From an optimization exercise on the open Yosys and OpenROAD flow, aimed at small area; shortcuts taken in it are not production practice. Only simulation tests tie the RTL to the original design; equivalence was not proved. Power figures rest on the tool's default switching activity, not on a simulated workload. The flow treats the clock pin as an ideal source, which a real chip does not have.

== run D ==
==> flow/design.v <==
package demosaic_frame_pkg;
    localparam int FRAME_WIDTH      = 16;    
    localparam int FRAME_HEIGHT     = 10;    
    localparam int MIN_HBLANK       = 4;     
    localparam int MIN_VBLANK_LINES = 3;     
    typedef enum logic [1:0] {
        RGGB = 2'd0,
        GRBG = 2'd1,
        GBRG = 2'd2,
        BGGR = 2'd3
    } bayer_pattern_e;
    localparam bayer_pattern_e BAYER_PATTERN = RGGB;
    localparam int WINDOW_LATENCY = 1;   
    localparam int PIPE_LATENCY   = 5;   
    typedef logic [$clog2(FRAME_HEIGHT + 2)-1:0] row_cnt_t;   
    typedef logic [$clog2(FRAME_WIDTH + 2)-1:0]  col_cnt_t;   
    typedef logic [$clog2(FRAME_WIDTH)-1:0]      col_addr_t;  
endpackage
package demosaic_pixel_pkg;
    localparam int PIX_BITS = 8;
    typedef logic [PIX_BITS-1:0]    pix_t;
    typedef logic [PIX_BITS+1:0]    pix_sum_t;    
    typedef logic [4*PIX_BITS-1:0]  quad_pix_t;   
    typedef logic [25*PIX_BITS-1:0] window_t;     
    typedef enum logic [1:0] {
        SITE_R  = 2'd0,
        SITE_GR = 2'd1,    
        SITE_GB = 2'd2,    
        SITE_B  = 2'd3
    } site_e;
    function automatic logic [PIX_BITS-1:0] quad_pix(input quad_pix_t q, input integer k);
        quad_pix = q[k*PIX_BITS +: PIX_BITS];
    endfunction
    function automatic logic [PIX_BITS-1:0] avg2(input pix_t a, input pix_t b);
        pix_sum_t s;
        s = pix_sum_t'(a) + pix_sum_t'(b);
        avg2 = s[PIX_BITS:1];               
    endfunction
    function automatic logic [PIX_BITS-1:0] avg4(input quad_pix_t q);
        pix_sum_t s;
        s = pix_sum_t'(quad_pix(q, 0)) + pix_sum_t'(quad_pix(q, 1))
          + pix_sum_t'(quad_pix(q, 2)) + pix_sum_t'(quad_pix(q, 3));
        avg4 = s[PIX_BITS+1:2];             
    endfunction
endpackage
`timescale 1ns/1ps
module isp_demosaic (
    input  logic pclk,
    input  logic rst_n,
    input  logic in_vsync,
    input  logic in_href,
    input  demosaic_pixel_pkg::pix_t in_raw,
    output logic out_href,
    output logic out_vsync,
    output demosaic_pixel_pkg::pix_t out_r,
    output demosaic_pixel_pkg::pix_t out_g,
    output demosaic_pixel_pkg::pix_t out_b
);
localparam int D  = 6;     
localparam int SR = 48;    
localparam int GF = 8;     
function automatic logic [8:0] add8(input logic [7:0] a, input logic [7:0] b, input logic cin);
    logic c;
    c = cin;
    for (int i = 0; i < 8; i++) begin
        add8[i] = a[i] ^ b[i] ^ c;
        c = (a[i] & b[i]) | (a[i] & c) | (b[i] & c);
    end
    add8[8] = c;
endfunction
function automatic logic [9:0] add9(input logic [8:0] a, input logic [8:0] b, input logic cin);
    logic c;
    c = cin;
    for (int i = 0; i < 9; i++) begin
        add9[i] = a[i] ^ b[i] ^ c;
        c = (a[i] & b[i]) | (a[i] & c) | (b[i] & c);
    end
    add9[9] = c;
endfunction
function automatic logic [10:0] add10(input logic [9:0] a, input logic [9:0] b, input logic cin);
    logic c;
    c = cin;
    for (int i = 0; i < 10; i++) begin
        add10[i] = a[i] ^ b[i] ^ c;
        c = (a[i] & b[i]) | (a[i] & c) | (b[i] & c);
    end
    add10[10] = c;
endfunction
function automatic logic [17:0] gsel(input logic [7:0] l, input logic [7:0] r,
                                     input logic [7:0] u, input logic [7:0] d);
    logic [8:0] sh, sv, eh, ev;
    logic [7:0] dh, dv;
    logic       lt, gt;
    sh = add8(l, r, 1'b0);
    sv = add8(u, d, 1'b0);
    eh = add8(l, ~r, 1'b1);        
    ev = add8(u, ~d, 1'b1);
    dh = eh[8] ? eh[7:0] : -eh[7:0];
    dv = ev[8] ? ev[7:0] : -ev[7:0];
    lt = dh < dv;
    gt = dv < dh;
    gsel = {gt ? sv : sh, lt ? sh : sv};    
endfunction
function automatic logic [7:0] clamp_sub(input logic [8:0] p, input logic [7:0] m);
    logic [10:0] d;
    d = add10({1'b0, p}, {2'b11, ~m}, 1'b1);    
    clamp_sub = d[9] ? 8'h00 : d[8] ? 8'hff : d[7:0];
endfunction
logic [7:0] raw_d [1:D];
logic [D:1] hr_d;
logic [D:1] vs_d;
always_ff @(posedge pclk) begin
    raw_d[1] <= in_raw;
    for (int k = 2; k <= D; k++)
        raw_d[k] <= raw_d[k-1];
    hr_d <= {hr_d[D-1:1], in_href};
end
always_ff @(posedge pclk or negedge rst_n) begin
    if (!rst_n) begin
        vs_d <= '0;
    end else begin
        vs_d <= {vs_d[D-1:1], in_vsync};
    end
end
assign out_vsync = vs_d[D];
logic       vsi, hri;
logic [7:0] rawi;
assign vsi  = vs_d[D];
assign hri  = hr_d[D];
assign rawi = raw_d[D];
logic       active;
logic [3:0] row_cnt;     
logic [4:0] col_cnt;     
logic       flush_row, line_end, slot, shift;
assign flush_row = row_cnt[3] & row_cnt[1];           
assign line_end  = col_cnt[4] & col_cnt[0];           
assign slot      = active & (hri | col_cnt[4] | flush_row);
assign shift     = slot & ~col_cnt[4];
logic       mcol;        
always_ff @(posedge pclk or negedge rst_n) begin
    if (!rst_n) begin
        active  <= 1'b0;
        row_cnt <= '0;
        col_cnt <= '0;
        mcol    <= 1'b1;
    end else if (vsi) begin
        active  <= 1'b1;
        row_cnt <= '0;
        col_cnt <= '0;
        mcol    <= 1'b1;
    end else if (slot) begin
        mcol <= mcol ^ ~line_end;
        if (line_end) begin
            col_cnt <= '0;
            if (row_cnt == 4'd11) begin
                row_cnt <= '0;
                active  <= 1'b0;
            end else
                row_cnt <= row_cnt + 1'b1;
        end else
            col_cnt <= col_cnt + 1'b1;
    end
end
logic [7:0] sr [1:SR];
logic [7:0] tap [0:SR];
always_ff @(posedge pclk) begin
    if (shift) begin
        sr[1] <= rawi;
        for (int k = 2; k <= SR; k++)
            sr[k] <= sr[k-1];
    end
end
always_comb begin
    tap[0] = rawi;
    for (int k = 1; k <= SR; k++)
        tap[k] = sr[k];
end
logic [7:0] g_in [4];
logic [7:0] g_new, g_top;
logic [7:0] gf [1:GF];    
logic       gf_shift;
logic [8:0] v0, v1, v2, v3;   
logic [8:0] k0, k1, k2;       
logic [17:0] xy;
logic [9:0]  t4, cs_s;
logic [10:0] cs_c, tot;
always_comb begin
    if (mcol) begin       
        g_in[0] = tap[33]; g_in[1] = tap[31]; g_in[2] = tap[48]; g_in[3] = tap[16];
    end else begin        
        g_in[0] = tap[17]; g_in[1] = tap[15]; g_in[2] = tap[32]; g_in[3] = tap[0];
    end
    xy    = gsel(g_in[0], g_in[1], g_in[2], g_in[3]);
    g_top = gf[GF];
    t4 = mcol ? 10'd0 : {g_top, 2'b00};
    for (int i = 0; i < 10; i++) begin
        logic xi, yi;
        xi = (i < 9) ? xy[9 + i] : 1'b0;
        yi = (i < 9) ? xy[i] : 1'b0;
        cs_s[i]     = xi ^ yi ^ t4[i];
        cs_c[i + 1] = (xi & yi) | (xi & t4[i]) | (yi & t4[i]);
    end
    cs_c[0] = 1'b0;
    tot   = {1'b0, cs_s} + cs_c;
    v0    = tot[10:2];
    g_new = tot[9:2];
end
assign gf_shift = shift & mcol & (col_cnt != 5'd15);
always_ff @(posedge pclk) begin
    if (gf_shift) begin
        gf[1] <= g_new;
        for (int k = 2; k <= GF; k++)
            gf[k] <= gf[k-1];
    end
end
assign k0 = mcol ? {tap[32], 1'b0} : add8(tap[48], tap[16], 1'b0);
logic [9:0] a0, a1;
logic [7:0] rawc0;
always_comb begin
    rawc0 = tap[33];
    a0    = add9(k0, k2, 1'b0);
end
always_ff @(posedge pclk) begin
    v1 <= v0;
    v2 <= v1;
    v3 <= v2;
    k1 <= k0;
    k2 <= k1;
    a1 <= a0;
end
logic       valid, border;
logic [1:0] site;         
logic       valid1, border1;
logic [1:0] site1;
logic [7:0] rawc1;
assign valid  = slot & (row_cnt >= 4'd2) & (|col_cnt) & ~line_end;
assign border = (row_cnt < 4'd4) | flush_row | (col_cnt < 5'd3) | (col_cnt >= 5'd15);
assign site   = {row_cnt[0], ~col_cnt[0]};
always_ff @(posedge pclk or negedge rst_n) begin
    if (!rst_n)
        valid1 <= 1'b0;
    else
        valid1 <= valid;
end
always_ff @(posedge pclk) begin
    border1 <= border;
    site1   <= site;
    rawc1   <= rawc0;
end
logic       cgreen;
logic [7:0] g_c;
logic [9:0] w;
logic [7:0] ch1, ch2;
assign cgreen = site1[0] ^ site1[1];
always_comb begin
    w   = add9(v1, v3, 1'b0);                 
    g_c = cgreen ? rawc1 : v2[7:0];
    ch1 = clamp_sub(add8(g_c, a1[9:2], 1'b0), cgreen ? w[8:1] : w[9:2]);
    ch2 = clamp_sub(add8(rawc1, k2[8:1], 1'b0), v2[8:1]);    
end
assign out_href = valid1;
always_comb begin
    if (!valid1) begin
        out_r = '0;
        out_g = '0;
        out_b = '0;
    end else if (border1) begin
        out_r = rawc1;
        out_g = rawc1;
        out_b = rawc1;
    end else begin
        case (site1)
            2'd0: begin out_r = rawc1; out_g = g_c;   out_b = ch1;   end
            2'd1: begin out_r = ch1;   out_g = rawc1; out_b = ch2;   end
            2'd2: begin out_r = ch2;   out_g = rawc1; out_b = ch1;   end
            default: begin out_r = ch1; out_g = g_c;  out_b = rawc1; end
        endcase
    end
end
endmodule
export LEC_CHECK = 0
export CAP_MARGIN = 20
export CORE_MARGIN = 2
export CORE_UTILIZATION = 40
export CTS_BUF_LIST = sky130_fd_sc_hd__clkbuf_16
export CTS_CLUSTER_DIAMETER = 100
export CTS_CLUSTER_SIZE = 30
export SLEW_MARGIN = 20
create_clock -name core_clock -period 8.0 [get_ports {pclk}]
run.sh (not shown) runs the stock make flow with config.mk's settings and CLKGATE_MAP_FILE= SYNTH_SCRIPT=/design/flow/synth_recipe.tcl, a recipe that flattens the netlist after the stock synthesis.
Inputs modified between run D and run C:
==> flow/flow/run.sh (new file) <==
#!/bin/bash
# Own flow: the standard layout (standard synthesis unchanged), with plain
# buf_1 cells as the port buffers and no dummy loads in the clock tree.
set -euo pipefail
bash standard.sh \
  "BUFFER_PORTS_ARGS=-buffer_cell sky130_fd_sc_hd__buf_1" \
  "CTS_ARGS=-sink_clustering_enable -repair_clock_nets -buf_list sky130_fd_sc_hd__clkbuf_16 -sink_clustering_size 30 -sink_clustering_max_diameter 100 -dont_use_dummy_load" \
  finish > standard.log 2>&1
==> flow/standard.sh (new file) <==
#!/bin/bash
# synth_recipe.tcl (not shown) runs the flow's synth.tcl, then flattens the netlist and writes it again
# the make line also repeats each setting of config.mk as NAME=value (left out here)
make -C /OpenROAD-flow-scripts/flow DESIGN_CONFIG=/design/flow/config.mk WORK_HOME=/design/flow/orfs CLKGATE_MAP_FILE= SYNTH_SCRIPT=/design/flow/synth_recipe.tcl "${@:-finish}"
removed: flow/run.sh
[summary]
- Run C | stages: all done | timing, DRC, antenna: all pass
- Run C vs. run D: total count of max-transition violations in the final report held; final cycle utilization of the critical path down 0.52 points.
- Power consumption went down by a few percent going from run D to run C.
- Taking run D as the reference, in run C least setup slack across all paths after layout shows an increase of 42 ps, average via count per standard cell up about 1.5%, detailed-placement wirelength estimate saw an increase.

afterwards: timing with drivers on the ports:
No port has a modelled driver above. Below, the same layouts with a new extraction and two added sets of constraints.
Step 1 (the two cells are an assumption about what drives the block):
set clk [get_ports {pclk}]
set_driving_cell -lib_cell sky130_fd_sc_hd__clkbuf_16 $clk
set_driving_cell -lib_cell sky130_fd_sc_hd__buf_2 [delete_from_list [all_inputs] $clk]
Step 2 also shifts input and output timing later by t, the mid clock arrival at the registers, as if the neighbouring blocks saw the same clock.
Slacks: no drivers / after step 1 / after step 2; pairs: no drivers / after step 1.
run | t, ns | setup WS [ns] | worst setup path after step 2
run D | 0.620 | 0.189 / 0.137 / 0.386 | register to register
run C | 0.607 | 0.230 / 0.177 / 0.267 | register to register
After both steps every run listed still meets setup and hold.
